Context: an optimization exercise on an open-source flow, tuned for small area, a short achievable clock period and few clock cycles per item. The choices shown serve that exercise and are no tape-out recipe.
At most, simulation tests tie the RTL to the original design; equivalence was not proved.

Setup of run 1:
// cubic_bspline_point_eval
module cubic_bspline_point_eval
#(
    parameter int SAMPLES_PER_SEGMENT = 100,
    parameter int COORD_BITS          = 16
) (
    input  wire                          i_clk,
    input  wire                          i_rst_n,
    input  wire                          i_valid,
    output logic                         o_stall,
    input  wire                          i_opcode,
    input  wire signed [COORD_BITS-1:0]  i_point_x,
    input  wire signed [COORD_BITS-1:0]  i_point_y,
    input  wire signed [COORD_BITS-1:0]  i_point_z,
    input  wire        [cbspl_pkg::SI_BITS-1:0] i_sample_index,
    output logic                         o_valid,
    input  wire                          i_stall,
    output logic signed [COORD_BITS-1:0] o_curve_x,
    output logic signed [COORD_BITS-1:0] o_curve_y,
    output logic signed [COORD_BITS-1:0] o_curve_z,
    output logic                         o_not_ready
);
    localparam int NST = 5;      
    logic        adv, accept, push_acc, eval_acc;
    logic [6:0]  jcl;
    logic        r_ov, r_q1v;        
    logic [48:0] r_q0, r_q1;         
    logic [48:0] pout;
    assign adv      = !r_q1v;
    assign o_stall  = r_q1v;
    assign o_valid  = r_ov;
    assign accept   = i_valid && adv;
  ...
Size in the first run: roughly 16000 cells after synthesis, about 110 I/O pins.
export LEC_CHECK = 0
export ABC_AREA = 1
export CAP_MARGIN = 20
export CORE_MARGIN = 2
export CORE_UTILIZATION = 65
export SETUP_SLACK_MARGIN = 4.5
export SLEW_MARGIN = 20
create_clock -name core_clock -period 9.5 [get_ports {i_clk}]
standard.sh (not shown) runs the stock make flow with config.mk's settings and CLKGATE_MAP_FILE= SYNTH_SCRIPT=/design/flow/synth_recipe.tcl, a recipe that flattens the netlist after the stock synthesis.
==> flow/flow/run.sh <==
#!/bin/bash
# Layout flow: the standard layout (standard.sh, all ORFS steps from
# synthesis to the final layout), with one change to synthesis: Yosys's
# synth command skips its ABC pass in the fine stage ("synth -run fine:"
# gets -noabc), so that extract_fa finds the design's adder trees as written
# instead of after ABC's re-mapping, which leaves an inverter between many of
# the full adders.  The final ABC mapping with the cell library is unchanged.
# Every tool's output goes to a log file in this folder (and ORFS's own logs
# under orfs/logs).
set -euo pipefail
work=$(pwd)
{
    printf '%s\n' 'proc synth {args} { if {[lsearch -exact $args fine:] >= 0} { yosys synth -nofsm -noshare -noabc {*}$args } else { yosys synth -nofsm -noshare {*}$args } }'
    tail -n +2 synth_recipe.tcl
} > flow_synth.tcl
sed "s#SYNTH_SCRIPT=[^ ]*#SYNTH_SCRIPT=${work}/flow_synth.tcl#" standard.sh > flow_standard.sh
grep -q "SYNTH_SCRIPT=${work}/flow_synth.tcl" flow_standard.sh
bash flow_standard.sh > flow_standard.log 2>&1
test -s out/final.def
Testbench counts of run 1, summed over its fixed seeds: cycles 4,526, evals 3,455.
For run 2, these inputs were changed with respect to run 1:
- swapping 65 for 55 in CORE_UTILIZATION
- swapping 4.5 for 4.25 in SETUP_SLACK_MARGIN
Notes after the runs:
- For the shortest clock period the worst path allows after layout, run 2 came in 0.18 ns higher than run 1 did.
- The synthesis-to-finish area growth in run 2 sits 1.8 points below the value recorded for run 1.
- Diff run 1 and run 2: core utilization higher in run 1
- Summary of run 2 over run 1: count of clock-net buffers in the final layout rose by 16, total of fill cells in the finished design grew by about 40%, total placed instance area now larger.
diff inputs: run 2 => run 3
- changing SETUP_SLACK_MARGIN from 4.25 to 4.5
- Delta (run 3 minus run 2): count of sequential standard cells flat; post-synthesis share of cell area spent on full adders, half adders and majority gates flat.
- Higher met1 layer wirelength in the final routing was reported by run 3, not run 2.
- On worst path arrival time: between run 2 and run 3, it ends up lower for run 2.

* * *

raven:
Another version of the RTL of cubic_bspline_point_eval (not shown whole).
Size in the first run: about 14000 cells after synthesis, roughly 1100 flip-flops, ~110 I/O pins.
make LEC_CHECK=0 CAP_MARGIN=20 CORE_MARGIN=2 CORE_UTILIZATION=55 SETUP_SLACK_MARGIN=4 SLEW_MARGIN=20 finish   # period 9.5 ns
run.sh (not shown) runs the stock make flow with config.mk's settings and CLKGATE_MAP_FILE= SYNTH_SCRIPT=/design/flow/synth_recipe.tcl, a recipe that flattens the netlist after the stock synthesis.
Stock flow here: none of the scripts above is used.
raven closes out successfully: all stages finished, all timing, DRC and antenna checks passed.
What yarrow does differently from raven at the input level:
- changing SETUP_SLACK_MARGIN from 4 to 3.5
### Flow results
yarrow completed end to end with timing, DRC and antenna clean.
| number of hold violations in the final report | yarrow vs raven | ≈ equal |
Between yarrow and raven, it is yarrow whose global-route usage is lower, by 1.5 points.
The fill cell total of the finished layout in yarrow sits 740 above the value recorded for raven.
Re die outline area: no difference whatsoever between yarrow and raven.
[inputs] cedar vs yarrow
- SETUP_SLACK_MARGIN: 3.5 -> 4.5
Delta (cedar minus yarrow): buffering stage count on the worst path with inverters included picked up an extra 7, number of cells after detailed placement neither gained nor lost much, setup slack picked up an extra 0.23 ns, routed length on met2 picked up an extra 11%.
No run of this note included a check of the RTL's function; only the layout flow was run.

* * *

job 3131:
cubic_bspline_point_eval, a different RTL version from the one above (not shown whole).
Size in the first run: roughly 14000 cells after synthesis, about 110 I/O pins, about 150000 sq um of cells after synthesis.
export LEC_CHECK = 0
export CAP_MARGIN = 20
export CORE_MARGIN = 2
export CORE_UTILIZATION = 40
export SETUP_SLACK_MARGIN = 4
export SLEW_MARGIN = 20
create_clock -name core_clock -period 9.5 [get_ports {i_clk}]
Job 3131 | stages: all done | timing, DRC, antenna: all pass
Relative to job 3131, the following input files were edited for job 9739:
- SETUP_SLACK_MARGIN now 5, was 4
--- outcome ---
Taking job 3131 as the reference point, the via count of the routed design of job 9739 rises by 4373.
Changes observed in job 9739 relative to job 3131: maximum achievable frequency lost about 1.5%; die area neither gained nor lost much.
Compared to job 3131, the routing of job 9739 uses more wire.
Delta (job 9739 minus job 3131): minimum clock period rose 0.089 ns; final design instance area without fill +about 8%.
Function was not checked in any run of this note: the RTL went through the layout flow alone.

* * *

cubic_bspline_point_eval, a different RTL version from the one above (not shown whole).
Size in the first run: ~14000 cells after synthesis, ~110 I/O pins, ~140000 µm² of cells after synthesis.
Settings: LEC_CHECK=0, CAP_MARGIN=20, CORE_MARGIN=2, CORE_UTILIZATION=55, SETUP_SLACK_MARGIN=4, SLEW_MARGIN=20; clock period 9.5 ns.
The baseline ran to the end with no violations.
==> next run, changes <==
CORE_UTILIZATION = 40   (was 55)
The changed run produced a clean layout.
Via count drops by 2.3%.
Worst hold slack degrades by 6.9 ps.
Clock skew is about the same.
No run of this note included a check of the RTL's function; only the layout flow was run.

separate check: timing with driven ports:
How much do the figures lean on ideal ports? The routed layouts below were timed once more, with nothing changed but the port constraints. Step 1 sets driving cells, clkbuf_16 on the clock port and buf_2 on the other inputs (assumed; they add their load-dependent delay and slew). Step 2 times the ports against the registers' clock, not the clock port: input delays grow and output delays shrink by t, the midpoint of the rising clock arrivals with the driver on. Slacks: ideal ports / drivers / drivers and shift; pairs: ideal ports / drivers.
| run | t (ns) | slack for setup (ns) | worst data-port slew with drivers (ns) |
|---|---|---|---|
| run 1 | 0.928 | 4.525 / 4.525 / 3.710 | 0.05 |
| run 2 | 0.935 | 4.341 / 4.341 / 3.496 | 0.06 |
| run 3 | 0.934 | 4.401 / 4.401 / 3.715 | 0.06 |
| raven | 0.936 | 3.890 / 3.890 / 3.235 | 0.10 |
| yarrow | 0.924 | 3.620 / 3.620 / 2.786 | 0.08 |
| cedar | 0.934 | 3.846 / 3.846 / 3.433 | 0.10 |
| job 3131 | 0.970 | 3.759 / 3.759 / 3.759 | 0.09 |
| job 9739 | 0.981 | 3.670 / 3.670 / 3.670 | 0.09 |
| the first run of note 4 | 0.958 | 3.820 / 3.820 / 3.820 | 0.07 |
| the second run of note 4 | 0.970 | 3.800 / 3.800 / 3.800 | 0.10 |
After both steps every run listed still meets setup and hold. For run 2, which loses most, drivers alone change the setup slack by 0.000 ns; drivers and shift together by -0.845 ns.
